This design comes from an exercise in tuning for small area and a short achievable clock period on the open sky130 flow, not from production work.
Function was checked by simulation only, so behaviour that the tests miss may differ from the original.
Power and IR drop assume default switching activity.

$ cat flow/config.mk
export PLATFORM = sky130hd
export DESIGN_NAME = simple_fixed
export DESIGN_NICKNAME = simple_fixed
export VERILOG_FILES = /design/flow/design.v
export SDC_FILE = /design/flow/constraint.sdc
export NUM_CORES = 4
export LEC_CHECK = 0
export ABC_AREA = 1
export CAP_MARGIN = 20
export CORE_MARGIN = 2
export CORE_UTILIZATION = 40
export SETUP_SLACK_MARGIN = 2.65
export SLEW_MARGIN = 20
$ cat flow/flow/run.sh
#!/bin/bash
# The standard layout (standard.sh: unchanged synthesis and steps) with two changes to how
# cells are chosen: the port buffers are the smallest buffer cell instead of the one
# buffer_ports picks by default, and clock tree synthesis uses clkbuf_4/clkbuf_8 in clusters
# of up to 16 sinks, without dummy loads. ORFS writes each step's log under orfs/logs/;
# make's own output goes to make_finish.log.
set -euo pipefail
cd "$(dirname "$0")/.."
bash standard.sh \
  "BUFFER_PORTS_ARGS=-buffer_cell sky130_fd_sc_hd__buf_1" \
  "CTS_ARGS=-sink_clustering_enable -repair_clock_nets -dont_use_dummy_load -buf_list {sky130_fd_sc_hd__clkbuf_4 sky130_fd_sc_hd__clkbuf_8} -sink_clustering_size 16 -sink_clustering_max_diameter 60" \
  finish > make_finish.log 2>&1
$ cat flow/design.v
package fx_data_pkg;
  typedef logic [127:0] quad_t;
  typedef logic [31:0] word_t;
  typedef logic [15:0] half_t;
  typedef logic [6:0] reg_addr_t;
  typedef logic [17:0] imm_t;
  typedef logic [10:0] opcode_t;
  typedef logic [2:0] format_t;
  localparam word_t word_max = 32'h7fff_ffff;
  localparam word_t word_min = 32'h8000_0000;
  localparam half_t half_max = 16'h7fff;
  localparam half_t half_min = 16'h8000;
endpackage
package fx_isa_pkg;
  localparam logic [2:0]  fmt_rr   = 3'd0;
  localparam logic [2:0]  fmt_ri10 = 3'd4;
  localparam logic [10:0] op_ah  = 11'b00011001000;
  localparam logic [10:0] op_a   = 11'b00011000000;
  localparam logic [10:0] op_sfh = 11'b00001001000;
  localparam logic [10:0] op_sf  = 11'b00001000000;
  localparam logic [10:0] op_and  = 11'b00011000001;
  localparam logic [10:0] op_or   = 11'b00001000001;
  localparam logic [10:0] op_xor  = 11'b01001000001;
  localparam logic [10:0] op_nand = 11'b00011001001;
  localparam logic [10:0] op_ceqh = 11'b01111001000;
  localparam logic [10:0] op_ceq  = 11'b01111000000;
  localparam logic [10:0] op_cgth = 11'b01001001000;
  localparam logic [10:0] op_cgt  = 11'b01001000000;
  localparam logic [10:0] op_ahi   = 11'b000_00011101;
  localparam logic [10:0] op_ai    = 11'b000_00011100;
  localparam logic [10:0] op_sfhi  = 11'b000_00001101;
  localparam logic [10:0] op_sfi   = 11'b000_00001100;
  localparam logic [10:0] op_ceqhi = 11'b000_01111101;
  localparam logic [10:0] op_ceqi  = 11'b000_01111100;
  localparam logic [10:0] op_cgthi = 11'b000_01001101;
  localparam logic [10:0] op_cgti  = 11'b000_01001100;
  typedef enum logic [3:0] {
    op_none,
    op_add_h,
    op_add_w,
    op_sub_h,
    op_sub_w,
    op_and_q,
    op_or_q,
    op_xor_q,
    op_nand_q,
    op_ceq_h,
    op_ceq_w,
    op_cgt_h,
    op_cgt_w
  } fx_op_e;
endpackage
`timescale 1ns/1ns
import fx_isa_pkg::*;
module fx_decode (
  input  logic         reset,
  input  logic [2:0]   instr_format,
  input  logic [10:0]  op_code,
  input  logic         branch_is_taken,
  output logic         k_add,     
  output logic         k_sub,     
  output logic         k_ceq,     
  output logic         k_cgt,     
  output logic         k_and,
  output logic         k_or,
  output logic         k_xor,
  output logic         k_nand,
  output logic         negate,    
  output logic         is_half,   
  output logic         is_imm,    
  output logic         valid
);
  logic rr, ri;
  logic [7:0] hit;
  assign rr = (instr_format == fmt_rr);
  assign ri = (instr_format == fmt_ri10);
  always_comb begin
    hit = '0;
    if (rr) begin
      case (op_code)
        op_ah, op_a:     hit[0] = 1'b1;
        op_sfh, op_sf:   hit[1] = 1'b1;
        op_ceqh, op_ceq: hit[2] = 1'b1;
        op_cgth, op_cgt: hit[3] = 1'b1;
        op_and:          hit[4] = 1'b1;
        op_or:           hit[5] = 1'b1;
        op_xor:          hit[6] = 1'b1;
        op_nand:         hit[7] = 1'b1;
        default: ;
      endcase
    end else if (ri) begin
      case (op_code)
        op_ahi, op_ai:     hit[0] = 1'b1;
        op_sfhi, op_sfi:   hit[1] = 1'b1;
        op_ceqhi, op_ceqi: hit[2] = 1'b1;
        op_cgthi, op_cgti: hit[3] = 1'b1;
        default: ;
      endcase
    end
  end
  logic live;
  assign live   = ~branch_is_taken & ~reset;
  assign k_add  = hit[0] & live;
  assign k_sub  = hit[1] & live;
  assign k_ceq  = hit[2] & live;
  assign k_cgt  = hit[3] & live;
  assign k_and  = hit[4] & live;
  assign k_or   = hit[5] & live;
  assign k_xor  = hit[6] & live;
  assign k_nand = hit[7] & live;
  assign valid  = (|hit) & live;
  assign is_imm  = instr_format[2];
  assign negate  = instr_format[2] ? ~op_code[4] : ~(op_code[7] | op_code[0]);
  assign is_half = instr_format[2] ? op_code[0] : op_code[3];
endmodule
`timescale 1ns/1ns
module fx_issue_reg (
  input  logic         clock,
  input  logic         k_add, k_sub, k_ceq, k_cgt, k_and, k_or, k_xor, k_nand,
  input  logic         negate,
  input  logic         is_half,
  input  logic         is_imm,
  input  logic [127:0] src_a,
  input  logic [127:0] src_b,
  input  logic [9:0]   imm,
  input  logic [6:0]   in_dest,
  input  logic         in_write,
  output logic         q_ar, q_ceq, q_cgt,
  output logic         q_lg_g,      
  output logic         q_lg_p,      
  output logic         q_lg_n,      
  output logic         q_half,
  output logic [127:0] q_p,         
  output logic [127:0] q_g,         
  output logic [3:0]   q_ps16,      
  output logic [6:0]   q_dest,
  output logic         q_write
);
  logic [15:0]  imm_lo, imm_hi;
  logic [127:0] b, x, p, g, pk, gk;
  logic [3:0]   ps16;
  assign imm_lo = {{6{imm[9]}}, imm};
  assign imm_hi = is_half ? imm_lo : {16{imm[9]}};
  assign b = is_imm ? {4{imm_hi, imm_lo}} : src_b;
  assign x = src_a ^ {128{negate}};
  assign p = x ^ b;
  assign g = x & b;
  for (genvar w = 0; w < 4; w++) begin : g_word
    logic hcin;
    assign hcin = is_half & negate;
    assign pk[32*w]          = p[32*w] ^ negate;
    assign gk[32*w]          = g[32*w] | (p[32*w] & negate);
    assign pk[32*w+1 +: 15]  = p[32*w+1 +: 15];
    assign gk[32*w+1 +: 15]  = g[32*w+1 +: 15];
    assign pk[32*w+16]       = ~is_half & p[32*w+16];
    assign gk[32*w+16]       = g[32*w+16] | (p[32*w+16] & hcin);
    assign ps16[w]           = p[32*w+16] ^ hcin;
    assign pk[32*w+17 +: 15] = p[32*w+17 +: 15];
    assign gk[32*w+17 +: 15] = g[32*w+17 +: 15];
  end
  always_ff @(posedge clock) begin
    q_ar    <= k_add | k_sub;
    q_ceq   <= k_ceq;
    q_cgt   <= k_cgt;
    q_lg_g  <= k_and | k_or;
    q_lg_p  <= k_or | k_xor;
    q_lg_n  <= k_nand;
    q_half  <= is_half;
    q_p     <= pk;
    q_g     <= gk;
    q_ps16  <= ps16;
    q_dest  <= in_dest;
    q_write <= in_write;
  end
endmodule
`timescale 1ns/1ns
module fx_execute (
  input  logic         k_ar,      
  input  logic         k_ceq,
  input  logic         k_cgt,
  input  logic         lg_g,      
  input  logic         lg_p,
  input  logic         lg_n,
  input  logic         is_half,
  input  logic [127:0] p,
  input  logic [127:0] g,
  input  logic [3:0]   ps16,
  output logic [127:0] result
);
  for (genvar w = 0; w < 4; w++) begin : g_word
    logic [31:0] gg [0:5];
    logic [31:0] pp [0:5];
    logic [31:0] c, ps, sum;
    assign gg[0] = g[32*w +: 32];
    assign pp[0] = p[32*w +: 32];
    for (genvar l = 1; l <= 5; l++) begin : g_lv
      for (genvar i = 0; i < 32; i++) begin : g_bit
        if ((i >> (l - 1)) % 2 == 1) begin : g_op
          localparam int J = ((i >> (l - 1)) << (l - 1)) - 1;
          assign gg[l][i] = gg[l-1][i] | (pp[l-1][i] & gg[l-1][J]);
          assign pp[l][i] = pp[l-1][i] & pp[l-1][J];
        end else begin : g_cp
          assign gg[l][i] = gg[l-1][i];
          assign pp[l][i] = pp[l-1][i];
        end
      end
    end
    assign c  = {gg[5][30:0], 1'b0};
    assign ps = {p[32*w+17 +: 15], ps16[w], p[32*w +: 16]};
    assign sum = ps ^ {c[31:17], c[16] & ~is_half, c[15:0]};
    logic ovf_l, ovf_h, sgn_l, sgn_h, eq_l, eq_h;
    assign ovf_l = ~p[32*w+15] & (sum[15] ^ g[32*w+15]);
    assign sgn_l = ovf_l ? g[32*w+15] : sum[15];
    assign ovf_h = ~p[32*w+31] & (sum[31] ^ g[32*w+31]);
    assign sgn_h = ovf_h ? g[32*w+31] : sum[31];
    assign eq_l  = ~|ps[15:0];
    assign eq_h  = ~|ps[31:16];
    logic ovf_lo, sgn_lo, e_lo, e_hi;
    assign ovf_lo = is_half ? ovf_l : ovf_h;
    assign sgn_lo = is_half ? sgn_l : sgn_h;
    assign e_lo   = is_half ? eq_l : (eq_l & eq_h);
    assign e_hi   = is_half ? eq_h : (eq_l & eq_h);
    logic pass_lo, pass_hi, top_lo, rest_lo, top_hi, rest_hi;
    assign pass_lo = k_ar & ~ovf_lo;
    assign pass_hi = k_ar & ~ovf_h;
    assign rest_lo = (k_ar & ovf_lo & ~sgn_lo) | (k_cgt & sgn_lo) | (k_ceq & e_lo);
    assign top_lo  = (k_ar & ovf_lo & (is_half ? sgn_lo : ~sgn_lo)) | (k_cgt & sgn_lo) |
                     (k_ceq & e_lo);
    assign rest_hi = (k_ar & ovf_h & ~sgn_h) | (k_cgt & sgn_h) | (k_ceq & e_hi);
    assign top_hi  = (k_ar & ovf_h & sgn_h) | (k_cgt & sgn_h) | (k_ceq & e_hi);
    logic [31:0] lg, fill, pass;
    assign lg   = ({32{lg_g}} & g[32*w +: 32]) | ({32{lg_p}} & ps) | ({32{lg_n}} & ~g[32*w +: 32]);
    assign fill = {top_hi, {15{rest_hi}}, top_lo, {15{rest_lo}}};
    assign pass = {{16{pass_hi}}, {16{pass_lo}}};
    assign result[32*w +: 32] = (pass & sum) | fill | lg;
  end
endmodule
`timescale 1ns/1ns
module simple_fixed (
  input  logic                   clock,
  input  logic                   reset,
  input  logic [2:0]             instr_format,
  input  logic [10:0]            op_code,
  input  logic [6:0]             dest_reg_addr,
  input  logic [127:0]           src_reg_a,
  input  logic [127:0]           src_reg_b,
  input  logic [17:0]            imm_value,
  input  logic                   enable_reg_write,
  input  logic                   branch_is_taken,
  output logic [127:0]           wb_data,
  output logic [6:0]             wb_reg_addr,
  output logic                   wb_enable_reg_write
);
  logic k_add, k_sub, k_ceq, k_cgt, k_and, k_or, k_xor, k_nand;
  logic negate, is_half, is_imm, valid;
  fx_decode i_decode (
    .reset           (reset),
    .instr_format    (instr_format),
    .op_code         (op_code),
    .branch_is_taken (branch_is_taken),
    .k_add (k_add), .k_sub (k_sub), .k_ceq (k_ceq), .k_cgt (k_cgt),
    .k_and (k_and), .k_or (k_or), .k_xor (k_xor), .k_nand (k_nand),
    .negate (negate), .is_half (is_half), .is_imm (is_imm), .valid (valid)
  );
  logic         q_ar, q_ceq, q_cgt, q_lg_g, q_lg_p, q_lg_n, q_half, q_write;
  logic [127:0] q_p, q_g, result;
  logic [3:0]   q_ps16;
  logic [6:0]   q_dest;
  fx_issue_reg i_issue_reg (
    .clock (clock),
    .k_add (k_add), .k_sub (k_sub), .k_ceq (k_ceq), .k_cgt (k_cgt),
    .k_and (k_and), .k_or (k_or), .k_xor (k_xor), .k_nand (k_nand),
    .negate (negate), .is_half (is_half), .is_imm (is_imm),
    .src_a (src_reg_a), .src_b (src_reg_b), .imm (imm_value[9:0]),
    .in_dest  (valid ? dest_reg_addr : 7'd0),
    .in_write (valid & enable_reg_write),
    .q_ar (q_ar), .q_ceq (q_ceq), .q_cgt (q_cgt),
    .q_lg_g (q_lg_g), .q_lg_p (q_lg_p), .q_lg_n (q_lg_n), .q_half (q_half),
    .q_p (q_p), .q_g (q_g), .q_ps16 (q_ps16),
    .q_dest (q_dest), .q_write (q_write)
  );
  fx_execute i_execute (
    .k_ar (q_ar), .k_ceq (q_ceq), .k_cgt (q_cgt),
    .lg_g (q_lg_g), .lg_p (q_lg_p), .lg_n (q_lg_n), .is_half (q_half),
    .p (q_p), .g (q_g), .ps16 (q_ps16),
    .result (result)
  );
  always_ff @(posedge clock) begin
    if (reset) begin
      wb_data             <= '0;
      wb_reg_addr         <= '0;
      wb_enable_reg_write <= 1'b0;
    end else begin
      wb_data             <= result;
      wb_reg_addr         <= q_dest;
      wb_enable_reg_write <= q_write;
    end
  end
endmodule
$ cat flow/constraint.sdc
create_clock -name core_clock -period 5.0 [get_ports {clock}]
set_input_delay 1.0000 -clock core_clock [delete_from_list [all_inputs] [get_ports {clock}]]
set_output_delay 1.0000 -clock core_clock [all_outputs]
set_load 0.01 [all_outputs]
$ cat flow/standard.sh
#!/bin/bash
# synth_recipe.tcl (not shown) runs the flow's synth.tcl, then flattens the netlist and writes it again
# the make line also repeats each setting of config.mk as NAME=value (left out here)
make -C /OpenROAD-flow-scripts/flow DESIGN_CONFIG=/design/flow/config.mk WORK_HOME=/design/flow/orfs CLKGATE_MAP_FILE= SYNTH_SCRIPT=/design/flow/synth_recipe.tcl "${@:-finish}"
==> reports/results.ini, run 1 <==
[timing]
setup-tns-final_ps = 0
slew_headroom = 0.276
fin_crit_sh = 0.469
period_minus_slack_ps = 2340
finalMaxSlewViolations = 0
final_hold_viol_count = 0
rsz0062_at_grt = yes
setup_viol = 0
timing.final.ws_setup_ps = 2660
max_freq_mhz = 426
tightest_slew_ps = 1090
fin_skew_ps = 66.5

[status]
status = finished clean

[synthesis]
synth_commonest_cells = nor2_1, nand2_1, dfxtp_1
syn-num-nets = 3349
avgSynthCellArea_um2 = 7.55
yosysTopAreaCell = dfxtp_1
post-synth-top-count-cell = nor2_1
netlist_instances = 2906
synth_edf_count = 0
ys_seq_area_frac = 0.375
dominantRegCellSynth = dfxtp_1
syn-cell-area_um2 = 21900
synth_area_leaders = dfxtp_1, nor2_1, ha_1
ys_types = 48
yosysTopAreaCellShare = 0.375
yosysWarnings = 12
synth-seq-cells = 411
async_reset_ff_frac = 0

[global_routing]
use_met2 = 0.426
grt_max_degree = 76
use_met1 = 0.342
grt_pass1_vias = 19681
use_met3 = 0.0433
track_usage = 0.260
globalRoute.totalOverflow = 0
antenna_found_initial = 7
grt_pass1_wl_um = 113000
gr-max-usage-layer = met2

[clock_tree]
root_buffer = clkbuf_8
cts_sinks = 411
tritoncts = yes
insertion_delay_ps = 650
path_clk_slew_ps = 60
cts_made_buffers = 40
htree_levels = 2
clk_path_buf_depth = 3

[power]
switching_share = 0.358
ir_worst_vdd_v = 0.000197
intPower_mw = 5.13
p_comb_frac = 0.267
p_switching_mw = 2.86
seqPwrFrac = 0.502
cellLeakagePower_nw = 11.7
p_per_area_nw_per_um2 = 308
p_clk_frac = 0.231

[critical_path]
path_class = input pin to flip-flop
cp_max_fo = 13
critical_path_required_ps = 5490
crit_slowest_cell = nor2_2
critPathMaxStageDelay_ps = 450
reg2reg_slack_ps = 2690
crit_top_cell = nand2_1
crit_path_end_kind = flip-flop
cp_cell_sequence = clkbuf_4 -> clkinvlp_4 -> buf_12 -> nor2_2 -> nand2_1 -> nand2_1 -> nor2_1 -> ha_1
arrival_ps = 2830
startpoint_type = input pin

[die]
coreArea_um2 = 54000
die_h_um = 238
die_w_um = 238
num_rows = 85
pin_count = 435
start_util = 0.406
die_area_um2 = 56700

[job]
maxCapViolCount = 0

[routing]
viasPerCell = 5.24
drt_wl_total_um = 77200
ant_nets = 0
dr.pass1.iters = 7
avgRoutedWirePerCell_um = 19.1
drc_errors = 0
drt_iter0_markers = 1286
vias = 21183

[cells_and_area]
final_layout_size_suffix_gt1_frac = 0.115
syn_to_final_growth_pct = 18.2
fillCellCount = 5527
nets = 3787

[placed_design]
place_ws_ps = 1380
place_congestion = 0.902
dp_hpwl_um = 51800
io_buffers = 426

[worst_hold_path]
hp-class = flip-flop to flip-flop

-- state kept, by name (all words and copies together), names as in the netlist --
name / cells
wb_data: 128
i_issue_reg.q_lg_p: 1
i_issue_reg.q_lg_g: 1
i_issue_reg.q_write: 1
i_issue_reg.q_p: 128
i_issue_reg.q_g: 128
wb_enable_reg_write: 1
i_issue_reg.q_cgt: 1
i_issue_reg.q_lg_n: 1
i_issue_reg.q_ps16: 4
wb_reg_addr: 7
i_issue_reg.q_half: 1
i_issue_reg.q_ceq: 1
i_issue_reg.q_dest: 7
i_issue_reg.q_ar: 1
-- area by class of cell --
class	count	area, um^2	area share
Timing Repair Buffer	496	2280	0.0877
Timing Repair inverter	3	17.5	0.000675
Tap cell	696	871	0.0336
Sequential cell	411	8260	0.318
Multi-Input combinational cell	2090	12700	0.491
Clock buffer	40	551	0.0212
Inverter	302	1200	0.0464
Antenna cell	5	12.5	0.000482
-- kinds of logic (layout without fill, tap and decap cells) --
kind of cell / Yosys count / after routing / share of synthesized area
AOI/OAI and AO/OA: 420 / 420 / 0.120
other: 0 / 5 / 0
xor gates and xnor gates: 178 / 178 / 0.0711
DFF: 411 / 411 / 0.375
buffers and inverters: 414 / 841 / 0.0767
adders and majority gates: 144 / 144 / 0.0835
and+or+nand+nor: 1339 / 1348 / 0.273
-- through the flow --
step / instance area, um^2 / hold WS (ps) / std cells / power [mW] / utilization
floorplan: 22000 / 388 / 2906 / 5.41 / -
global placement: 24200 / 390 / 3941 / 5.97 / 0.447
detailed placement: 24200 / 394 / 3941 / 5.99 / 0.447
CTS: 25000 / 402 / 3995 / 7.88 / 0.463
global route: 25900 / 433 / 4042 / 8.51 / 0.480
finish: 25900 / 402 / 4043 / 7.98 / 0.480
-- worst paths after layout --
| check | startpoint | to | cells past startpoint |
|---|---|---|---|
| min reg2reg | i_issue_reg.q_dest[0] | wb_reg_addr[0] | 2 |
| max reg2reg | i_issue_reg.q_p[65] | wb_data[73] | 15 |
| max | instr_format[2] | i_issue_reg.q_p[115] | 8 |
| min | i_issue_reg.q_dest[0] | wb_reg_addr[0] | 2 |
-- layer usage --
metal / part of all wire / vias to the layer above / wire, um
met4: 0.037 / 4 / 2880
met3: 0.070 / 147 / 5400
met1: 0.43 / 9851 / 33300
met5: 0.00032 / - / 25
met2: 0.46 / 759 / 35600
li1: - / 10422 / -
-- worst max-delay path, delay by kind of cell --
kind | cells | cell delay (ps)
and+or+nand+nor | 4 | 1000
buffers and inverters | 3 | 520
adders and majority gates | 1 | 280
-- layout by cell type (no fill, tap or decap), types with 48 or more instances in the layout --
cell type  Yosys  layout
buf_4          5      59
nand3_1      151     148
ha_1         140     138
nand4_1       48      48
dfxtp_1      411     390
buf_1          6     424
a21oi_1      139     138
inv_1        282     276
xor2_1       165     165
a221oi_1      67      67
nor2_1       525     508
nand2_1      451     432
-- power by group through the flow --
stage          clock network [mW]  registers, mW  logic, mW
6_report                     1.85           4.01       2.13
5_1_grt                      2.03           4.06       2.42
4_1_cts                      1.91           3.99       1.98
3_5_place_dp                    0           4.07       1.92
3_3_place_gp                    0           4.07       1.90
2_1_floorplan                   0           3.96       1.45
-- repair_timing --
action                                  4_1_cts  5_1_grt
endpoints found under the setup margin      374      163
buffers inserted                              8       35
hold buffers                                  0        0
pin swaps                                     1       41
resized for setup                            32      145
cloned                                        6        8
==> inputs of run 2 (changes only) <==
--- a/flow/flow/run.sh
+++ b/flow/flow/run.sh
@@ -9,4 +9,5 @@
 bash standard.sh \
   "BUFFER_PORTS_ARGS=-buffer_cell sky130_fd_sc_hd__buf_1" \
   "CTS_ARGS=-sink_clustering_enable -repair_clock_nets -dont_use_dummy_load -buf_list {sky130_fd_sc_hd__clkbuf_4 sky130_fd_sc_hd__clkbuf_8} -sink_clustering_size 16 -sink_clustering_max_diameter 60" \
+  RECOVER_POWER=50 \
   finish > make_finish.log 2>&1
--- a/flow/config.mk
+++ b/flow/config.mk
@@ -9,5 +9,5 @@
 export CAP_MARGIN = 20
 export CORE_MARGIN = 2
 export CORE_UTILIZATION = 40
-export SETUP_SLACK_MARGIN = 2.65
+export SETUP_SLACK_MARGIN = 2.75
 export SLEW_MARGIN = 20
==> reports/results.ini, run 2 <==
[die]
die_w_um = 238  ; unchanged
start_util = 0.406  ; unchanged
pin_count = 435  ; unchanged
die_area_um2 = 56700  ; unchanged
num_rows = 85  ; unchanged
coreArea_um2 = 54000  ; unchanged
die_h_um = 238  ; unchanged

[critical_path]
startpoint_type = input pin
critical_path_required_ps = 5410  ; -80 ps
cp_max_fo = 67  ; +54
crit_path_end_kind = flip-flop
arrival_ps = 3770  ; +940 ps
path_class = input pin to flip-flop

[synthesis]
ys_types = 48  ; unchanged
synth_compound_area_frac = 0.120  ; unchanged
yosysTopAreaCellShare = 0.375  ; unchanged
post-synth-top-count-cell = nor2_1
synth_mux_area_frac = 0  ; unchanged
synth-simple-area-share = 0.273  ; unchanged
synth_area_leaders = dfxtp_1, nor2_1, ha_1
synth_top_family_by_area = simple AND/OR/NAND/NOR gates
ys_seq_area_frac = 0.375  ; unchanged
yosysTopAreaCell = dfxtp_1
async_reset_ff_frac = 0  ; unchanged
synth_edf_count = 0  ; unchanged
synth_commonest_cells = nor2_1, nand2_1, dfxtp_1
synth-seq-cells = 411  ; unchanged
avgSynthCellArea_um2 = 7.55  ; unchanged
syn-num-nets = 3349  ; unchanged
yosysWarnings = 12  ; unchanged
synth_xor_xnor_area_share = 0.0711  ; unchanged
netlist_instances = 2906  ; unchanged
synth_fa_ha_area_frac = 0.0835  ; unchanged
syn-cell-area_um2 = 21900  ; unchanged
dominantRegCellSynth = dfxtp_1

[status]
so.violations = capacitance limit, slew limit
status = finished with violations

[routing]
viasPerCell = 5.25  ; +0.16%
dr.pass1.iters = 5  ; -2
avgRoutedWirePerCell_um = 19.1  ; +0.25%
vias = 21248  ; +0.31%
drt_wl_total_um = 77500  ; +0.40%
drc_errors = 0  ; unchanged
ant_nets = 0  ; unchanged
drt_iter0_markers = 1508  ; +17%

[cells_and_area]
nets = 3789  ; +0.053%
final_common_cell = nor2_1
syn_to_final_growth_pct = 19.4
multi_input_area_um2 = 13000  ; +1.9%
fillCellCount = 5507  ; -0.36%
final_cell_mix = nor2_1, buf_1, nand2_1
regArea_um2 = 8290  ; +0.41%
reg.largest.list = i_issue_reg.q_g (128), i_issue_reg.q_p (128), wb_data (128)
final_layout_size_suffix_gt1_frac = 0.141  ; +0.0259
fin_area_um2 = 26200  ; +0.99%

[timing]
finalMaxSlewViolations = 98  ; +98
whs_ps = 395  ; -6.33 ps
period_minus_slack_ps = 3360  ; +1010 ps
final_hold_viol_count = 0  ; unchanged
setup-tns-final_ps = 0  ; unchanged
rsz0062_at_grt = yes
slew_headroom = -0.489  ; -0.765
max_freq_mhz = 298  ; -30%
tightest_slew_ps = 2230  ; +1150 ps
fin_crit_sh = 0.672  ; +0.203
setup_viol = 0  ; unchanged
fin_skew_ps = 64.1  ; -2.35 ps

[clock_tree]
root_buffer = clkbuf_8
insertion_delay_ps = 640  ; about the same
cts_sinks = 411  ; unchanged
cts_made_buffers = 41  ; +2.5%
postCtsHoldBufs = 0  ; unchanged
htree_levels = 2  ; unchanged
path_clk_slew_ps = 90  ; +30 ps
tritoncts = yes
clk_path_buf_depth = 3  ; unchanged

[worst_hold_path]
hp-class = flip-flop to flip-flop

[global_routing]
antenna_found_initial = 8  ; +1
grt_pass1_wl_um = 112000  ; -0.45%
grt_pass1_vias = 19836  ; +0.79%
track_usage = 0.259  ; -0.000657
globalRoute.totalOverflow = 0  ; unchanged
grt_max_degree = 68  ; -11%

[placed_design]
place_congestion = 0.889  ; -1.5%
dp_hpwl_um = 52600  ; +1.5%
io_buffers = 426  ; unchanged
placed_cell_area_um2 = 24100  ; -0.11%

[power]
ir_worst_vdd_v = 0.000192  ; -2.3%
cellLeakagePower_nw = 11.7  ; +0.46%
p_per_area_nw_per_um2 = 308  ; about the same
finalPower_mw = 8.06  ; +0.93%

[job]
maxCapViolCount = 4  ; +4

==> run 2: cell count changes in the layout (fill, tap and decap cells not counted), sizes merged, moves of 2 or more <==
cell	delta
clkbuf	+5
bufbuf	-2
clkinv	-2
clkinvlp	+2
diode	+4
buf	-3
==> run 2: cell families (layout without fill, tap and decap cells) <==
group | after synthesis | count (layout)
compound gates | 420 | 420
xor+xnor | 178 | 178
fa+ha+maj | 144 | 144
buf+inv | 414 | 842
flops | 411 | 411
other cells | 0 | 9
simple gates | 1339 | 1349
==> run 2: metal layers <==
metal | vias to the layer above | GRT usage | share of wire
met2 | 730 | 0.428 | 0.46
met4 | 0 | 0.110 | 0.039
li1 | 10427 | - | -
met3 | 152 | 0.0448 | 0.062
met5 | - | 0 | 0
met1 | 9939 | 0.334 | 0.44
==> run 2: layout make-up <==
type / count / share of cell area
flip-flops and latches: 411 / 0.317
inverters: 302 / 0.0460
repair inverters: 4 / 0.00115
diodes: 9 / 0.000860
multi-input cells: 2091 / 0.496
clock buffers: 41 / 0.0215
repair buffers: 495 / 0.0846
well taps: 696 / 0.0332
==> run 2: final timing paths <==
| path | depth (start not counted) | slack (ps) | endpoint | startpoint |
|---|---|---|---|---|
| worst max-delay path | 3 | 1640 | wb_data[37] | reset |
| worst max register to register | 13 | 2350 | wb_data[124] | i_issue_reg.q_p[107] |
| worst min register to register | 2 | 400 | wb_reg_addr[2] | i_issue_reg.q_dest[2] |
| worst min-delay path | 2 | 400 | wb_reg_addr[2] | i_issue_reg.q_dest[2] |
==> run 2: per-stage QoR <==
stage                     setup WS (ps)   util  cells
final                              1640  0.485   4049
after global routing               1540  0.485   4044
after CTS                          2670  0.467   4006
after detailed placement           1520  0.447   3939
after global placement             1560  0.447   3939
after floorplan                    2630      -   2906
==> run 2: power breakdown <==
group / leakage [nW] / internal (mW) / switching [mW]
sequential: 3.41 / 3.64 / 0.385
clock: 0.295 / 0.730 / 1.13
combinational: 8.04 / 0.791 / 1.39
total: 11.7 / 5.16 / 2.90
==> run 2: timing repair <==
action,CTS,global route
resized for setup,77,223
gates cloned,9,5
setup endpoints to repair,319,127
pin swaps,5,67
setup buffers,17,29
==> run 2: critical path, cell delays in order <==
cell and delay (ps):
clkbuf_4 810, clkbuf_1 1660, nor2_1 210
==> inputs of run 3 (changes only) <==
--- a/flow/flow/run.sh
+++ b/flow/flow/run.sh
@@ -9,5 +9,4 @@
 bash standard.sh \
   "BUFFER_PORTS_ARGS=-buffer_cell sky130_fd_sc_hd__buf_1" \
   "CTS_ARGS=-sink_clustering_enable -repair_clock_nets -dont_use_dummy_load -buf_list {sky130_fd_sc_hd__clkbuf_4 sky130_fd_sc_hd__clkbuf_8} -sink_clustering_size 16 -sink_clustering_max_diameter 60" \
-  RECOVER_POWER=50 \
   finish > make_finish.log 2>&1
--- a/flow/config.mk
+++ b/flow/config.mk
@@ -9,5 +9,6 @@
 export CAP_MARGIN = 20
 export CORE_MARGIN = 2
 export CORE_UTILIZATION = 40
+export GPL_ROUTABILITY_DRIVEN = 0
 export SETUP_SLACK_MARGIN = 2.75
 export SLEW_MARGIN = 20
==> reports/results.ini, run 3 <==
[synthesis]
syn-num-nets = 3349  ; unchanged
netlist_instances = 2906  ; unchanged
synth_commonest_cells = nor2_1, nand2_1, dfxtp_1
yosysTopAreaCellShare = 0.375  ; unchanged
post-synth-top-count-cell = nor2_1
synth_edf_count = 0  ; unchanged
synth-seq-cells = 411  ; unchanged
async_reset_ff_frac = 0  ; unchanged
ys_seq_area_frac = 0.375  ; unchanged
yosysTopAreaCell = dfxtp_1
synth_area_leaders = dfxtp_1, nor2_1, ha_1
yosysWarnings = 12  ; unchanged
avgSynthCellArea_um2 = 7.55  ; unchanged
syn-cell-area_um2 = 21900  ; unchanged
dominantRegCellSynth = dfxtp_1
ys_types = 48  ; unchanged

[cells_and_area]
reg.largest.list = i_issue_reg.q_g (128), i_issue_reg.q_p (128), wb_data (128)
multi_input_area_um2 = 13100  ; +0.42%
fillCellCount = 5491  ; -0.29%
nets = 3789  ; unchanged
syn_to_final_growth_pct = 19.7
final_layout_size_suffix_gt1_frac = 0.144  ; +0.00329
final_cell_mix = nor2_1, buf_1, nand2_1
regArea_um2 = 8290  ; about the same
final_common_cell = nor2_1

[critical_path]
worst_r2r_startpoint = i_issue_reg.q_p[33]
startpoint_type = flip-flop
critPathMaxStageDelay_ps = 360  ; -1300 ps
path_class = flip-flop to flip-flop
reg2reg_slack_ps = 2780  ; +430 ps
crit_buf_inv = 1  ; -1
rr_endpoint = wb_data[55]
critical_path_required_ps = 5480  ; +70 ps
crit_path_end_kind = flip-flop
crit_slowest_cell = dfxtp_2
arrival_ps = 2700  ; -1070 ps
reg2regPathDepth = 16  ; +3
cp_cell_sequence = ha_2 -> inv_2 -> nand2_2 -> nand2_2 -> nand2_4 -> nand2_4 -> nand2_4 -> nand2_4 -> nand2_4 -> nand2_4 -> nand3_2 -> nand2_1 -> nand2_1 -> nand3_4 -> nor3_1 -> nor2_1
crit_top_cell = nand2_4
critical_path.top_delay_family = simple AND/OR/NAND/NOR gates
cp_max_fo = 7  ; -90%

[clock_tree]
path_clk_slew_ps = 100  ; about the same
clk_path_buf_depth = 3  ; unchanged
insertion_delay_ps = 640  ; about the same
cts_made_buffers = 41  ; unchanged
htree_levels = 2  ; unchanged
root_buffer = clkbuf_8
cts_sinks = 411  ; unchanged
tritoncts = yes

[timing]
slew_headroom = 0.263  ; +0.752
fin_crit_sh = 0.444  ; -0.228
max_freq_mhz = 451  ; +51%
rsz0062_at_grt = yes
tightest_slew_ps = 1110  ; -1130 ps
finalMaxSlewViolations = 0  ; -100%
timing.final.ws_setup_ps = 2780  ; +1140 ps
setup_viol = 0  ; unchanged
setup-tns-final_ps = 0  ; unchanged
final_hold_viol_count = 0  ; unchanged
period_minus_slack_ps = 2220  ; -1140 ps
fin_skew_ps = 64.4  ; +0.260 ps

[routing]
ant_nets = 0  ; unchanged
drt_wl_total_um = 77500  ; about the same
vias = 21171  ; -0.36%
dr.pass1.iters = 6  ; +1
avgRoutedWirePerCell_um = 19.1  ; about the same
drc_errors = 0  ; unchanged
viasPerCell = 5.23  ; -0.36%
drt_iter0_markers = 1535  ; +1.8%

[global_routing]
track_usage = 0.259  ; unchanged
grt_max_degree = 68  ; unchanged
grt_pass1_vias = 19836  ; unchanged
antenna_found_initial = 8  ; unchanged
globalRoute.totalOverflow = 0  ; unchanged
grt_pass1_wl_um = 112000  ; unchanged

[worst_hold_path]
worstHoldPathCells = 2  ; unchanged
hp-class = flip-flop to flip-flop
hold_end = wb_reg_addr[2]
min-delay-start = i_issue_reg.q_dest[2]

[die]
num_rows = 85  ; unchanged
die_area_um2 = 56700  ; unchanged
coreArea_um2 = 54000  ; unchanged
pin_count = 435  ; unchanged
start_util = 0.406  ; unchanged
die_h_um = 238  ; unchanged
die_w_um = 238  ; unchanged

[placed_design]
place_ws_ps = 1520  ; unchanged
io_buffers = 426  ; unchanged
dp_hpwl_um = 52600  ; unchanged

[power]
cellLeakagePower_nw = 11.8  ; +0.24%
p_per_area_nw_per_um2 = 307  ; -0.25%
ir_worst_vdd_v = 0.000195  ; +1.5%

[job]
maxCapViolCount = 0  ; -4

[status]
status = finished clean

[run 3: power breakdown]
group | switching, mW | internal (mW) | leakage [nW]
Clock | 1.13 | 0.730 | 0.295
Sequential | 0.384 | 3.64 | 3.41
Combinational | 1.39 | 0.792 | 8.07
Total | 2.90 | 5.16 | 11.8
[run 3: routing by layer]
metal  up-vias  track usage  routed length, um  part of all wire
li1      10435            -                  -                 -
met1      9846        0.334              34000              0.44
met2       713        0.428              35600              0.46
met3       175       0.0448               4610             0.060
met4         2        0.110               3230             0.042
met5         -            0                 13           0.00017
[run 3: worst max path at each step]
stage	slack [ps]	cells after the start	end	startpoint
after floorplan	2630	9	i_issue_reg.q_ps16[0]	op_code[0]
after global placement	1560	8	i_issue_reg.q_ps16[1]	instr_format[2]
after global routing	2690	17	wb_data[78]	i_issue_reg.q_p[67]
after detailed placement	1520	8	i_issue_reg.q_ps16[0]	instr_format[2]
final	2780	16	wb_data[55]	i_issue_reg.q_p[33]
after CTS	2670	18	wb_data[9]	i_issue_reg.q_p[1]
[run 3: what timing repair did]
item,CTS,global route
setup buffers,17,29
hold buffers,0,0
gates resized for setup,77,223
endpoints found under the hold margin,0,0
gates cloned,9,5
pin swaps,5,67
endpoints found under the setup margin,319,127
[run 3: area by class of cell]
| cell class | instances | share of cell area |
|---|---|---|
| inverters | 302 | 0.0460 |
| multi-input cells | 2091 | 0.497 |
| well taps | 696 | 0.0332 |
| repair buffers | 495 | 0.0848 |
| repair inverters | 4 | 0.00114 |
| clock buffers | 41 | 0.0215 |
| flip-flops and latches | 411 | 0.316 |
| diodes | 9 | 0.000857 |
[run 3: logic make-up (layout without fill, tap and decap cells)]
logic type                 after synthesis  count (layout)  synth area share
AOI/OAI and AO/OA                      420             420             0.120
xor gates and xnor gates               178             178            0.0711
adders and majority gates              144             144            0.0835
buffers and inverters                  414             842            0.0767
DFF                                    411             411             0.375
other                                    0               9                 0
and+or+nand+nor                       1339            1349             0.273
[run 3: per-stage QoR]
stage	utilization	cells	hold slack (ps)	area, um^2	power, mW
finish	0.486	4049	395	26300	8.06
global route	0.486	4044	416	26300	8.57
CTS	0.467	4006	390	25200	7.92
detailed placement	0.447	3939	394	24100	5.99
global placement	0.447	3939	388	24100	5.96
floorplan	-	2906	388	22000	5.41
[run 3: worst min-delay path, stage by stage (launching register included)]
cell	delay, ps
dfxtp_1	300
inv_1	40
nor2_1	30
==> inputs of run 4 (changes only) <==
--- a/flow/config.mk
+++ b/flow/config.mk
@@ -9,6 +9,5 @@
 export CAP_MARGIN = 20
 export CORE_MARGIN = 2
 export CORE_UTILIZATION = 40
-export GPL_ROUTABILITY_DRIVEN = 0
 export SETUP_SLACK_MARGIN = 2.75
 export SLEW_MARGIN = 20
==> reports/results.ini, run 4 <==
[critical_path]
crit_path_end_kind = flip-flop
crit_top_cell = nand2_4
crit_buf_inv = 1  ; unchanged
critical_path_required_ps = 5480  ; about the same
arrival_ps = 2700  ; about the same
path_class = flip-flop to flip-flop
cp_max_fo = 7  ; unchanged
critical_path.top_delay_family = simple AND/OR/NAND/NOR gates
cp_cell_sequence = ha_2 -> inv_2 -> nand2_2 -> nand2_2 -> nand2_4 -> nand2_4 -> nand2_4 -> nand2_4 -> nand2_4 -> nand2_4 -> nand3_2 -> nand2_1 -> nand2_1 -> nand3_4 -> nor3_1 -> nor2_1
critPathMaxStageDelay_ps = 360  ; about the same
crit_slowest_cell = dfxtp_2
startpoint_type = flip-flop

[timing]
setup_viol = 0  ; unchanged
finalMaxSlewViolations = 0  ; unchanged
tightest_slew_ps = 1110  ; unchanged
slew_headroom = 0.263  ; unchanged
rsz0062_at_grt = yes
final_hold_viol_count = 0  ; unchanged
max_freq_mhz = 451  ; unchanged
fin_skew_ps = 64.4  ; unchanged
setup-tns-final_ps = 0  ; unchanged
period_minus_slack_ps = 2220  ; unchanged
fin_crit_sh = 0.444  ; unchanged

[power]
finalPower_mw = 8.06  ; unchanged
p_clk_frac = 0.230  ; about the same
seqPwrFrac = 0.499  ; about the same
cellLeakagePower_nw = 11.8  ; unchanged
p_comb_frac = 0.270  ; about the same
switching_share = 0.360  ; unchanged
ir_worst_vdd_v = 0.000195  ; unchanged
p_per_area_nw_per_um2 = 307  ; unchanged
p_switching_mw = 2.90  ; unchanged
intPower_mw = 5.16  ; unchanged

[synthesis]
synth-seq-cells = 411  ; unchanged
avgSynthCellArea_um2 = 7.55  ; unchanged
synth_xor_xnor_area_share = 0.0711  ; unchanged
synth_fa_ha_area_frac = 0.0835  ; unchanged
syn-cell-area_um2 = 21900  ; unchanged
dominantRegCellSynth = dfxtp_1
synth_commonest_cells = nor2_1, nand2_1, dfxtp_1
post-synth-top-count-cell = nor2_1
syn-num-nets = 3349  ; unchanged
async_reset_ff_frac = 0  ; unchanged
synth_top_family_by_area = simple AND/OR/NAND/NOR gates
synth_mux_area_frac = 0  ; unchanged
ys_seq_area_frac = 0.375  ; unchanged
synth_compound_area_frac = 0.120  ; unchanged
synth-simple-area-share = 0.273  ; unchanged
yosysWarnings = 12  ; unchanged
synth_edf_count = 0  ; unchanged
yosysTopAreaCellShare = 0.375  ; unchanged
ys_types = 48  ; unchanged
netlist_instances = 2906  ; unchanged
synth_area_leaders = dfxtp_1, nor2_1, ha_1
yosysTopAreaCell = dfxtp_1

[cells_and_area]
fillCellCount = 5491  ; unchanged
multi_input_area_um2 = 13100  ; unchanged
final_cell_mix = nor2_1, buf_1, nand2_1
final_common_cell = nor2_1
fin_area_um2 = 26300  ; unchanged
fin_cells = 4049  ; unchanged
nets = 3789  ; unchanged
final_layout_size_suffix_gt1_frac = 0.144  ; unchanged
syn_to_final_growth_pct = 19.7  ; unchanged
regArea_um2 = 8290  ; unchanged
reg.largest.list = i_issue_reg.q_g (128), i_issue_reg.q_p (128), wb_data (128)

[clock_tree]
cts_made_buffers = 41  ; unchanged
cts_sinks = 411  ; unchanged
htree_levels = 2  ; unchanged
clk_path_buf_depth = 3  ; unchanged
insertion_delay_ps = 640  ; about the same
path_clk_slew_ps = 100  ; about the same
tritoncts = yes
root_buffer = clkbuf_8

[routing]
ant_nets = 0  ; unchanged
dr.pass1.iters = 6  ; unchanged
vias = 21171  ; unchanged
drt_iter0_markers = 1535  ; unchanged
viasPerCell = 5.23  ; unchanged
avgRoutedWirePerCell_um = 19.1  ; unchanged
drt_wl_total_um = 77500  ; unchanged
drc_errors = 0  ; unchanged

[placed_design]
dp_hpwl_um = 52600  ; unchanged
place_congestion = 0.889
placed_cell_area_um2 = 24100  ; unchanged
dp.cells = 3939  ; unchanged
io_buffers = 426  ; unchanged

[status]
status = finished clean

[global_routing]
antenna_found_initial = 8  ; unchanged
grt_max_degree = 68  ; unchanged
globalRoute.totalOverflow = 0  ; unchanged
grt_pass1_vias = 19836  ; unchanged
grt_pass1_wl_um = 112000  ; unchanged
track_usage = 0.259  ; unchanged

[die]
die_area_um2 = 56700  ; unchanged
num_rows = 85  ; unchanged
pin_count = 435  ; unchanged
start_util = 0.406  ; unchanged
coreArea_um2 = 54000  ; unchanged
die_w_um = 238  ; unchanged
die_h_um = 238  ; unchanged

[worst_hold_path]
hp-class = flip-flop to flip-flop

[job]
maxCapViolCount = 0  ; unchanged

-- run 4: cell counts after synthesis --
No cell type changed its count.
-- run 4: logic make-up after synthesis --
group                      count (synthesis)
buffers and inverters                    414
and+or+nand+nor                         1339
DFF                                      411
AOI/OAI and AO/OA                        420
xor gates and xnor gates                 178
adders and majority gates                144
-- run 4: tightest hold or removal path, cell delays in order, from the launching register on --
cell	delay [ps]
dfxtp_1	300
inv_1	40
nor2_1	30
-- run 4: final timing paths --
| check | slack, ps | end | cells after the start | startpoint |
|---|---|---|---|---|
| worst max-delay path | 2780 | wb_data[55] | 16 | i_issue_reg.q_p[33] |
| worst min-delay path | 390 | wb_reg_addr[2] | 2 | i_issue_reg.q_dest[2] |
| worst max register to register | 2780 | wb_data[55] | 16 | i_issue_reg.q_p[33] |
| worst min register to register | 390 | wb_reg_addr[2] | 2 | i_issue_reg.q_dest[2] |
-- run 4: repair_timing --
item	CTS	global route
buffers inserted	17	29
resized for setup	77	223
setup endpoints to repair	319	127
gates cloned	9	5
pin swaps	5	67
hold buffers	0	0
-- run 4: final cells by class --
type                       count  area share
multi-input combinational   2091       0.497
timing repair inverter         4     0.00114
inverter                     302      0.0460
antenna                        9    0.000857
sequential                   411       0.316
timing repair buffer         495      0.0848
clock buffer                  41      0.0215
tap                          696      0.0332
-- run 4: metal layers --
metal,part of all wire,track usage
met1,0.44,0.334
met2,0.46,0.428
met3,0.060,0.0448
met4,0.042,0.110
met5,0.00017,0
-- run 4: power groups by stage --
stage,sequential [mW],combinational [mW],clock (mW)
after detailed placement,4.06,1.92,0
after global placement,4.06,1.90,0
after CTS,3.99,2.00,1.94
after floorplan,3.96,1.45,0
after global routing,4.08,2.46,2.04
final,4.02,2.18,1.86
-- run 4: per-stage QoR --
step | worst slack (ps) | utilization | hold slack, ps
2_1_floorplan | 2630 | - | 388
3_3_place_gp | 1560 | 0.447 | 388
3_5_place_dp | 1520 | 0.447 | 394
4_1_cts | 2670 | 0.467 | 390
5_1_grt | 2690 | 0.486 | 416
6_report | 2780 | 0.486 | 395
==> inputs of run 5 (changes only) <==
--- a/flow/config.mk
+++ b/flow/config.mk
@@ -8,6 +8,6 @@
 export ABC_AREA = 1
 export CAP_MARGIN = 20
 export CORE_MARGIN = 2
-export CORE_UTILIZATION = 40
+export CORE_UTILIZATION = 50
 export SETUP_SLACK_MARGIN = 2.75
 export SLEW_MARGIN = 20
==> reports/results.ini, run 5 <==
[synthesis]
async_reset_ff_frac = 0  ; unchanged
synth_area_leaders = dfxtp_1, nor2_1, ha_1
ys_types = 48  ; unchanged
yosysTopAreaCellShare = 0.375  ; unchanged
netlist_instances = 2906  ; unchanged
synth_edf_count = 0  ; unchanged
dominantRegCellSynth = dfxtp_1
syn-num-nets = 3349  ; unchanged
syn-cell-area_um2 = 21900  ; unchanged
yosysTopAreaCell = dfxtp_1
post-synth-top-count-cell = nor2_1
ys_seq_area_frac = 0.375  ; unchanged
synth_commonest_cells = nor2_1, nand2_1, dfxtp_1
avgSynthCellArea_um2 = 7.55  ; unchanged
yosysWarnings = 12  ; unchanged
synth-seq-cells = 411  ; unchanged

[timing]
period_minus_slack_ps = 2210  ; -4.52 ps
tightest_slew_ps = 1050  ; -51.0 ps
setup_viol = 0  ; unchanged
final_hold_viol_count = 0  ; unchanged
fin_skew_ps = 66.9  ; +2.46 ps
setup-tns-final_ps = 0  ; unchanged
whs_ps = 412  ; +17.4 ps
fin_crit_sh = 0.443  ; -0.000904
slew_headroom = 0.297  ; +0.0340
rsz0062_at_grt = yes
max_freq_mhz = 452  ; +0.20%
finalMaxSlewViolations = 0  ; unchanged

[power]
p_per_area_nw_per_um2 = 309  ; +0.61%
p_comb_frac = 0.277  ; +0.007
cellLeakagePower_nw = 11.7  ; -0.46%
p_clk_frac = 0.223  ; -0.007
ir_worst_vdd_v = 0.000250  ; +28%
p_switching_mw = 2.91  ; +0.36%
intPower_mw = 5.15  ; -0.23%
switching_share = 0.361  ; +0.00135
seqPwrFrac = 0.500  ; about the same

[cells_and_area]
final_common_cell = nor2_1
regArea_um2 = 8280  ; -0.14%
final_cell_mix = nor2_1, buf_1, nand2_1
nets = 3802  ; +0.34%
multi_input_area_um2 = 13000  ; -0.53%
fillCellCount = 4173  ; -24%
syn_to_final_growth_pct = 19.0
final_layout_size_suffix_gt1_frac = 0.138  ; -0.00592
reg.largest.list = i_issue_reg.q_g (128), i_issue_reg.q_p (128), wb_data (128)

[critical_path]
cp_max_fo = 46  ; +39
startpoint_type = input pin
arrival_ps = 2740  ; +40 ps
crit_path_end_kind = flip-flop
path_class = input pin to flip-flop
critical_path_required_ps = 5530  ; +50 ps

[die]
start_util = 0.508  ; +0.102
num_rows = 76  ; -11%
die_w_um = 213  ; -10%
pin_count = 435  ; unchanged
die_h_um = 213  ; -10%
die_area_um2 = 45600  ; -20%
coreArea_um2 = 43200  ; -20%

[clock_tree]
cts_made_buffers = 38  ; -7.3%
cts_sinks = 411  ; unchanged
tritoncts = yes
htree_levels = 2  ; unchanged
postCtsHoldBufs = 0  ; unchanged
insertion_delay_ps = 650  ; about the same
clk_path_buf_depth = 3  ; unchanged
path_clk_slew_ps = 90  ; about the same
root_buffer = clkbuf_8

[routing]
ant_nets = 0  ; unchanged
drc_errors = 0  ; unchanged
drt_iter0_markers = 1505  ; -2.0%
avgRoutedWirePerCell_um = 19.3  ; +0.72%
vias = 21623  ; +2.1%
dr.pass1.iters = 5  ; -1
viasPerCell = 5.47  ; +4.7%
drt_wl_total_um = 76100  ; -1.7%

[placed_design]
io_buffers = 426  ; unchanged
dp_hpwl_um = 52100  ; -0.97%
place_congestion = 0.918  ; +3.3%

[global_routing]
track_usage = 0.323  ; +0.0634
antenna_found_initial = 10  ; +2
use_met1 = 0.414  ; +0.0797
grt_pass1_vias = 20759  ; +4.7%
grt_max_degree = 66  ; -2.9%
gr-max-usage-layer = met2
globalRoute.totalOverflow = 0  ; unchanged
use_met2 = 0.534  ; +0.105
grt_pass1_wl_um = 113000  ; +0.61%
use_met3 = 0.0599  ; +0.0151

[worst_hold_path]
hp-class = flip-flop to flip-flop

[job]
maxCapViolCount = 0  ; unchanged

[status]
status = finished clean

==> run 5: cell count changes in the layout (fill, tap and decap cells not counted), sizes merged, moves of 2 or more <==
cell and change:
clkinvlp +2, clkbuf -4, buf +18, inv -2
==> run 5: layout make-up <==
class | count | area share
Antenna cell | 8 | 0.000767
Clock buffer | 38 | 0.0200
Inverter | 302 | 0.0458
Multi-Input combinational cell | 2091 | 0.497
Sequential cell | 411 | 0.317
Tap cell | 585 | 0.0280
Timing Repair Buffer | 512 | 0.0899
Timing Repair inverter | 3 | 0.000863
==> run 5: power by group through the flow <==
stage          clock network, mW  logic, mW  registers (mW)
3_3_place_gp                   0       1.87            4.06
4_1_cts                     1.84       2.05            3.99
3_5_place_dp                   0       1.94            4.06
6_report                    1.80       2.23            4.03
5_1_grt                     1.96       2.50            4.08
2_1_floorplan                  0       1.45            3.96
==> run 5: metal layers <==
metal  routed length, um  part of all wire  vias to the layer above
met2               34900              0.46                      835
li1                    -                 -                    10462
met4                3030             0.040                        4
met1               32400              0.43                    10149
met5                  28           0.00037                        -
met3                5740             0.075                      173
==> run 5: per-stage QoR <==
stage	area, um^2	utilization	total power [mW]	instances	worst slack, ps
after floorplan	22000	-	5.41	2906	2630
after global placement	24000	0.556	5.93	3830	1620
after detailed placement	24000	0.556	6.00	3830	1560
after CTS	25200	0.584	7.88	3903	2740
after global routing	26100	0.604	8.54	3945	2710
final	26100	0.605	8.06	3950	2790
==> run 5: cell families after synthesis <==
logic type	Yosys count	share of synthesized area
xor gates and xnor gates	178	0.0711
and+or+nand+nor	1339	0.273
AOI/OAI and AO/OA	420	0.120
DFF	411	0.375
buffers and inverters	414	0.0767
adders and majority gates	144	0.0835
==> run 5: worst paths after layout <==
path,startpoint,end,slack [ps],depth (start not counted)
worst max-delay path,instr_format[2],i_issue_reg.q_ps16[0],2790,6
worst min-delay path,i_issue_reg.q_dest[6],wb_reg_addr[6],410,2
worst max register to register,i_issue_reg.q_p[65],wb_data[76],2790,18
worst min register to register,i_issue_reg.q_dest[6],wb_reg_addr[6],410,2
==> run 5: critical path: stages <==
cell	delay, ps
clkbuf_4	170
buf_12	210
o21ai_2	620
nand2_8	130
fa_1	560
inv_1	40
==> run 5: timing repair <==
| action | 4_1_cts | 5_1_grt |
|---|---|---|
| hold endpoints to repair | 0 | 0 |
| gates cloned | 9 | 4 |
| setup endpoints to repair | 382 | 199 |
| pin swaps | 12 | 45 |
| buffers inserted | 26 | 35 |
| gates resized for setup | 75 | 176 |
==> inputs of run 6 (changes only) <==
--- a/flow/design.v
+++ b/flow/design.v
@@ -175,6 +175,7 @@
 endmodule
 `timescale 1ns/1ns
 module fx_execute (
+  input  logic         reset,     
   input  logic         k_ar,      
   input  logic         k_ceq,
   input  logic         k_cgt,
@@ -221,15 +222,16 @@
     assign e_lo   = is_half ? eq_l : (eq_l & eq_h);
     assign e_hi   = is_half ? eq_h : (eq_l & eq_h);
     logic pass_lo, pass_hi, top_lo, rest_lo, top_hi, rest_hi;
-    assign pass_lo = k_ar & ~ovf_lo;
-    assign pass_hi = k_ar & ~ovf_h;
-    assign rest_lo = (k_ar & ovf_lo & ~sgn_lo) | (k_cgt & sgn_lo) | (k_ceq & e_lo);
-    assign top_lo  = (k_ar & ovf_lo & (is_half ? sgn_lo : ~sgn_lo)) | (k_cgt & sgn_lo) |
-                     (k_ceq & e_lo);
-    assign rest_hi = (k_ar & ovf_h & ~sgn_h) | (k_cgt & sgn_h) | (k_ceq & e_hi);
-    assign top_hi  = (k_ar & ovf_h & sgn_h) | (k_cgt & sgn_h) | (k_ceq & e_hi);
+    assign pass_lo = ~reset & k_ar & ~ovf_lo;
+    assign pass_hi = ~reset & k_ar & ~ovf_h;
+    assign rest_lo = ~reset & ((k_ar & ovf_lo & ~sgn_lo) | (k_cgt & sgn_lo) | (k_ceq & e_lo));
+    assign top_lo  = ~reset & ((k_ar & ovf_lo & (is_half ? sgn_lo : ~sgn_lo)) |
+                               (k_cgt & sgn_lo) | (k_ceq & e_lo));
+    assign rest_hi = ~reset & ((k_ar & ovf_h & ~sgn_h) | (k_cgt & sgn_h) | (k_ceq & e_hi));
+    assign top_hi  = ~reset & ((k_ar & ovf_h & sgn_h) | (k_cgt & sgn_h) | (k_ceq & e_hi));
     logic [31:0] lg, fill, pass;
-    assign lg   = ({32{lg_g}} & g[32*w +: 32]) | ({32{lg_p}} & ps) | ({32{lg_n}} & ~g[32*w +: 32]);
+    assign lg   = ({32{lg_g & ~reset}} & g[32*w +: 32]) | ({32{lg_p & ~reset}} & ps) |
+                  ({32{lg_n & ~reset}} & ~g[32*w +: 32]);
     assign fill = {top_hi, {15{rest_hi}}, top_lo, {15{rest_lo}}};
     assign pass = {{16{pass_hi}}, {16{pass_lo}}};
     assign result[32*w +: 32] = (pass & sum) | fill | lg;
@@ -280,18 +282,18 @@
     .q_dest (q_dest), .q_write (q_write)
   );
   fx_execute i_execute (
+    .reset (reset),
     .k_ar (q_ar), .k_ceq (q_ceq), .k_cgt (q_cgt),
     .lg_g (q_lg_g), .lg_p (q_lg_p), .lg_n (q_lg_n), .is_half (q_half),
     .p (q_p), .g (q_g), .ps16 (q_ps16),
     .result (result)
   );
   always_ff @(posedge clock) begin
+    wb_data <= result;
     if (reset) begin
-      wb_data             <= '0;
       wb_reg_addr         <= '0;
       wb_enable_reg_write <= 1'b0;
     end else begin
-      wb_data             <= result;
       wb_reg_addr         <= q_dest;
       wb_enable_reg_write <= q_write;
     end
--- a/flow/config.mk
+++ b/flow/config.mk
@@ -8,6 +8,6 @@
 export ABC_AREA = 1
 export CAP_MARGIN = 20
 export CORE_MARGIN = 2
-export CORE_UTILIZATION = 50
-export SETUP_SLACK_MARGIN = 2.75
+export CORE_UTILIZATION = 40
+export SETUP_SLACK_MARGIN = 2.85
 export SLEW_MARGIN = 20
==> reports/results.ini, run 6 <==
[clock_tree]
path_clk_slew_ps = 90  ; about the same
root_buffer = clkbuf_8
htree_levels = 2  ; unchanged
postCtsHoldBufs = 0  ; unchanged
cts_sinks = 411  ; unchanged
cts_made_buffers = 42  ; +11%
insertion_delay_ps = 650  ; about the same
clk_path_buf_depth = 3  ; unchanged
tritoncts = yes

[die]
num_rows = 84  ; +11%
die_h_um = 235  ; +10%
coreArea_um2 = 52700  ; +22%
die_w_um = 235  ; +10%
start_util = 0.405  ; -0.103
pin_count = 435  ; unchanged
die_area_um2 = 55200  ; +21%

[critical_path]
cp_cell_sequence = clkbuf_4 -> inv_2 -> buf_12 -> or2_4 -> buf_12 -> nand2_4 -> xor2_1 -> ha_1
critical_path_required_ps = 5530  ; about the same
crit_path_end_kind = flip-flop
rr_endpoint = wb_data[24]
crit_top_cell = buf_12
critPathMaxStageDelay_ps = 340  ; -280 ps
reg2reg_slack_ps = 2890  ; +100 ps
worst_r2r_startpoint = i_issue_reg.q_p[28]
cp_max_fo = 13  ; -72%
reg2regPathDepth = 12  ; -6
path_class = input pin to flip-flop
startpoint_type = input pin
arrival_ps = 2720  ; -20 ps
crit_slowest_cell = or2_4

[synthesis]
post-synth-top-count-cell = nand2_1
ys_seq_area_frac = 0.386  ; +0.0107
synth_commonest_cells = nand2_1, nor2_1, dfxtp_1
avgSynthCellArea_um2 = 7.54  ; -0.20%
synth_area_leaders = dfxtp_1, nand2_1, ha_1
netlist_instances = 2831  ; -2.6%
ys_types = 41  ; -15%
async_reset_ff_frac = 0  ; unchanged
dominantRegCellSynth = dfxtp_1
synth-seq-cells = 411  ; unchanged
syn-num-nets = 3274  ; -2.2%
syn-cell-area_um2 = 21300  ; -2.8%
yosysWarnings = 12  ; unchanged
synth_edf_count = 0  ; unchanged
yosysTopAreaCellShare = 0.386  ; +0.0107
yosysTopAreaCell = dfxtp_1

[timing]
rsz0062_at_grt = yes
tightest_slew_ps = 831  ; -222 ps
setup_viol = 0  ; unchanged
finalMaxSlewViolations = 0  ; unchanged
period_minus_slack_ps = 2180  ; -30.3 ps
slew_headroom = 0.446  ; +0.148
whs_ps = 400  ; -11.8 ps
final_hold_viol_count = 0  ; unchanged
fin_skew_ps = 68.2  ; +1.35 ps
fin_crit_sh = 0.437  ; -0.00607
setup-tns-final_ps = 0  ; unchanged
max_freq_mhz = 458  ; +1.4%

[power]
ir_worst_vdd_v = 0.000213  ; -15%
seqPwrFrac = 0.500  ; about the same
p_comb_frac = 0.268  ; -0.009
cellLeakagePower_nw = 12.8  ; +9.1%
intPower_mw = 5.23  ; +1.6%
p_switching_mw = 2.89  ; -0.71%
p_per_area_nw_per_um2 = 304  ; -1.6%
p_clk_frac = 0.232  ; +0.009
switching_share = 0.356  ; -0.00529

[global_routing]
globalRoute.totalOverflow = 0  ; unchanged
grt_pass1_wl_um = 113000  ; +0.27%
track_usage = 0.263  ; -0.0598
grt_max_degree = 57  ; -14%
grt_pass1_vias = 20374  ; -1.9%
antenna_found_initial = 2  ; -8

[routing]
ant_nets = 0  ; unchanged
drt_wl_total_um = 78200  ; +2.7%
avgRoutedWirePerCell_um = 19.6  ; +1.6%
dr.pass1.iters = 5  ; unchanged
viasPerCell = 5.31  ; -3.1%
drc_errors = 0  ; unchanged
drt_iter0_markers = 1184  ; -21%
vias = 21194  ; -2.0%

[worst_hold_path]
worstHoldPathCells = 2  ; unchanged
min-delay-start = i_issue_reg.q_dest[2]
hold_end = wb_reg_addr[2]
hp-class = flip-flop to flip-flop

[placed_design]
dp_hpwl_um = 51500  ; -1.2%
io_buffers = 426  ; unchanged
place_congestion = 0.931  ; +1.4%

[cells_and_area]
syn_to_final_growth_pct = 25.3
fillCellCount = 5139  ; +23%
reg.largest.list = i_issue_reg.q_g (128), i_issue_reg.q_p (128), wb_data (128)
final_common_cell = nand2_1
final_cell_mix = nand2_1, nor2_1, buf_1
final_layout_size_suffix_gt1_frac = 0.195  ; +0.0564
nets = 3749  ; -1.4%

[status]
status = finished clean

[job]
maxCapViolCount = 0  ; unchanged

run 6: changes by cell type after synthesis, moves of 34 or more:
cell,delta
nor2_1,-81
nor2_2,-36
nand2_1,+39
a31oi_1,-36
nand3_1,+41
inv_1,+34
run 6: cell type report:
class                   count  area [um^2]  area share
flip-flops and latches    411         8350       0.312
diodes                      2         5.00    0.000187
multi-input cells        2015        12900       0.483
inverters                 326         1270      0.0475
well taps                 688          861      0.0322
clock buffers              42          578      0.0216
repair buffers            510         2750       0.103
run 6: kinds of logic (layout without fill, tap and decap cells):
group                      after synthesis  after routing  synth area share
other                                    0              2                 0
buffers and inverters                  420            878            0.0790
xor gates and xnor gates               176            176            0.0723
and+or+nand+nor                       1286           1297             0.260
AOI/OAI and AO/OA                      394            398             0.117
DFF                                    411            411             0.386
adders and majority gates              144            144            0.0859
run 6: worst max path at each step:
stage,from,end,slack [ps],cells after the start
floorplan,instr_format[2],i_issue_reg.q_ps16[0],2600,8
global placement,reset,wb_data[37],1280,9
detailed placement,instr_format[2],i_issue_reg.q_write,1200,9
CTS,wb_data[1],wb_data[1],2830,1
global route,i_issue_reg.q_p[8],wb_data[24],2710,14
finish,instr_format[2],i_issue_reg.q_p[8],2820,8
run 6: timing repair:
item,CTS,global route
buffers inserted,38,22
setup endpoints to repair,488,207
gates resized for setup,288,223
cloned,10,7
pin swaps,33,72
run 6: critical path, delay by kind of cell:
kind | cells | cell delay [ps]
adders and majority gates | 1 | 270
xor gates and xnor gates | 1 | 260
and+or+nand+nor | 2 | 620
buffers and inverters | 4 | 540
run 6: power by group through the flow:
stage	Combinational, mW	Sequential [mW]	Clock [mW]
after floorplan	1.29	3.98	0
after global placement	1.72	4.08	0
after detailed placement	1.77	4.09	0
after CTS	1.97	4.02	1.94
after global routing	2.43	4.11	2.05
final	2.18	4.06	1.89
run 6: through the flow:
step / area (um^2) / util / setup WS (ps) / total power, mW / instances
global route: 26700 / 0.508 / 2710 / 8.59 / 3992
CTS: 25700 / 0.487 / 2830 / 7.93 / 3963
detailed placement: 23700 / 0.450 / 1200 / 5.85 / 3873
finish: 26700 / 0.508 / 2820 / 8.12 / 3994
global placement: 23700 / 0.450 / 1280 / 5.79 / 3873
floorplan: 21600 / - / 2600 / 5.27 / 2831
run 6: layer usage:
layer / GRT usage / vias up / share of wire
met5: 0 / - / 0.00014
met4: 0.113 / 2 / 0.046
met3: 0.0424 / 196 / 0.068
met2: 0.448 / 840 / 0.47
met1: 0.328 / 9964 / 0.42
li1: - / 10192 / -
==> inputs of run 7 (changes only) <==
--- a/flow/config.mk
+++ b/flow/config.mk
@@ -9,5 +9,5 @@
 export CAP_MARGIN = 20
 export CORE_MARGIN = 2
 export CORE_UTILIZATION = 40
-export SETUP_SLACK_MARGIN = 2.85
+export SETUP_SLACK_MARGIN = 2.8
 export SLEW_MARGIN = 20
==> reports/results.ini, run 7 <==
[clock_tree]
clk_path_buf_depth = 3  ; unchanged
root_buffer = clkbuf_8
postCtsHoldBufs = 0  ; unchanged
htree_levels = 2  ; unchanged
path_clk_slew_ps = 90  ; about the same
cts_sinks = 411  ; unchanged
insertion_delay_ps = 650  ; about the same

[synthesis]
ys_types = 41  ; unchanged
dominantRegCellSynth = dfxtp_1
async_reset_ff_frac = 0  ; unchanged
post-synth-top-count-cell = nand2_1
syn-num-nets = 3274  ; unchanged
synth_mux_area_frac = 0  ; unchanged
synth_commonest_cells = nand2_1, nor2_1, dfxtp_1
synth_fa_ha_area_frac = 0.0859  ; unchanged
avgSynthCellArea_um2 = 7.54  ; unchanged
synth_area_leaders = dfxtp_1, nand2_1, ha_1
ys_seq_area_frac = 0.386  ; unchanged
yosysTopAreaCellShare = 0.386  ; unchanged
synth-seq-cells = 411  ; unchanged
netlist_instances = 2831  ; unchanged
synth-simple-area-share = 0.260  ; unchanged
synth_compound_area_frac = 0.117  ; unchanged
yosysWarnings = 12  ; unchanged

[die]
die_w_um = 235  ; unchanged
coreArea_um2 = 52700  ; unchanged
die_h_um = 235  ; unchanged
start_util = 0.405  ; unchanged
num_rows = 84  ; unchanged

[cells_and_area]
diodes = 0  ; -2
nets = 3742  ; -0.19%
final_cell_mix = nand2_1, nor2_1, buf_1
final_common_cell = nand2_1
final_layout_size_suffix_gt1_frac = 0.137  ; -0.0575
reg.largest.list = i_issue_reg.q_g (128), i_issue_reg.q_p (128), wb_data (128)
fin_area_um2 = 26000  ; -2.7%

[power]
p_switching_mw = 2.81  ; -2.8%
seqPwrFrac = 0.506  ; +0.006
p_clk_frac = 0.232  ; about the same
ir_worst_vdd_v = 0.000185  ; -13%
switching_share = 0.352  ; -0.00399

[timing]
finalMaxSlewViolations = 0  ; unchanged
max_freq_mhz = 454  ; -1.0%
tightest_slew_ps = 713  ; -118 ps
slew_headroom = 0.524  ; +0.0781
whs_ps = 410  ; +9.62 ps
fin_crit_sh = 0.441  ; +0.00440
setup_viol = 0  ; unchanged
final_hold_viol_count = 0  ; unchanged
setup-tns-final_ps = 0  ; unchanged

[critical_path]
cp_max_fo = 31  ; +18
startpoint_type = input pin
crit_path_end_kind = flip-flop
critical_path_required_ps = 5530  ; about the same
arrival_ps = 2730  ; about the same
path_class = input pin to flip-flop
startpoint = instr_format[2]
worst_r2r_startpoint = i_issue_reg.q_g[64]
rr_endpoint = wb_data[64]

[routing]
vias = 20968  ; -1.1%
ant_nets = 0  ; unchanged
viasPerCell = 5.26  ; -0.84%
drt_iter0_markers = 1571  ; +33%

[placed_design]
place_congestion = 0.927  ; -0.42%
dp_hpwl_um = 51400  ; -0.19%
io_buffers = 426  ; unchanged

[worst_hold_path]
hp-class = flip-flop to flip-flop

[status]
status = finished clean

[global_routing]
track_usage = 0.258  ; -0.00521
globalRoute.totalOverflow = 0  ; unchanged
grt_pass1_vias = 20362  ; -0.059%

[run 7: kinds of logic after synthesis]
family	count (synthesis)
and+or+nand+nor	1286
buffers and inverters	420
xor gates and xnor gates	176
AOI/OAI and AO/OA	394
DFF	411
adders and majority gates	144
[run 7: worst min path at each step]
stage,from,end,depth (start not counted)
finish,i_issue_reg.q_dest[3],wb_reg_addr[3],2
global route,i_issue_reg.q_dest[1],wb_reg_addr[1],2
CTS,i_issue_reg.q_dest[1],wb_reg_addr[1],2
detailed placement,i_issue_reg.q_dest[1],wb_reg_addr[1],2
global placement,i_issue_reg.q_write,wb_enable_reg_write,2
floorplan,i_issue_reg.q_write,wb_enable_reg_write,2
[run 7: cell type report]
cell class,instances,area [um^2],share of cell area
Timing Repair Buffer,507,2540,0.0977
Timing Repair inverter,1,8.76,0.000337
Sequential cell,411,8280,0.318
Multi-Input combinational cell,2011,12500,0.480
Tap cell,688,861,0.0331
Clock buffer,41,564,0.0217
Inverter,326,1280,0.0493
[run 7: power by group through the flow]
| stage | clock (mW) | combinational (mW) | sequential (mW) |
|---|---|---|---|
| global placement | 0 | 1.71 | 4.07 |
| floorplan | 0 | 1.29 | 3.97 |
| detailed placement | 0 | 1.76 | 4.08 |
| global route | 2.04 | 2.36 | 4.09 |
| finish | 1.85 | 2.10 | 4.04 |
| CTS | 1.91 | 1.90 | 4.01 |
[run 7: metrics by stage]
step	instances	setup slack, ps	utilization	total power [mW]
detailed placement	3868	1180	0.448	5.84
finish	3985	2800	0.494	7.98
global placement	3868	1240	0.448	5.78
CTS	3940	2770	0.474	7.82
floorplan	2831	2600	-	5.26
global route	3985	2730	0.494	8.48
[run 7: timing repair]
| item | in CTS | in global routing |
|---|---|---|
| setup endpoints to repair | 432 | 218 |
| resized for setup | 149 | 158 |
| setup buffers | 26 | 34 |
| cloned | 5 | 11 |
| pin swaps | 18 | 45 |
[run 7: per-layer routing]
layer / share of wire / global-route usage / vias up / routed length [um]
met5: 0.00031 / 0 / - / 24
met1: 0.42 / 0.326 / 9810 / 32400
met2: 0.46 / 0.425 / 835 / 35700
met4: 0.042 / 0.119 / 4 / 3230
met3: 0.071 / 0.0475 / 163 / 5450
li1: - / - / 10156 / -
[run 7: worst max-delay path, stage by stage]
cell	delay (ps)
buf_12	90
clkinvlp_4	110
buf_6	150
or2_4	340
nand2_8	190
buf_16	240
xor2_1	300
ha_1	280

Re-timed with assumed drivers on the ports (clkbuf_16 on the clock, buf_2 on other inputs), run 7 has 2.774 ns of setup slack against 2.795 ns with ideal ports, and 2.107 ns once port delays also move by the mid clock arrival of 0.676 ns.
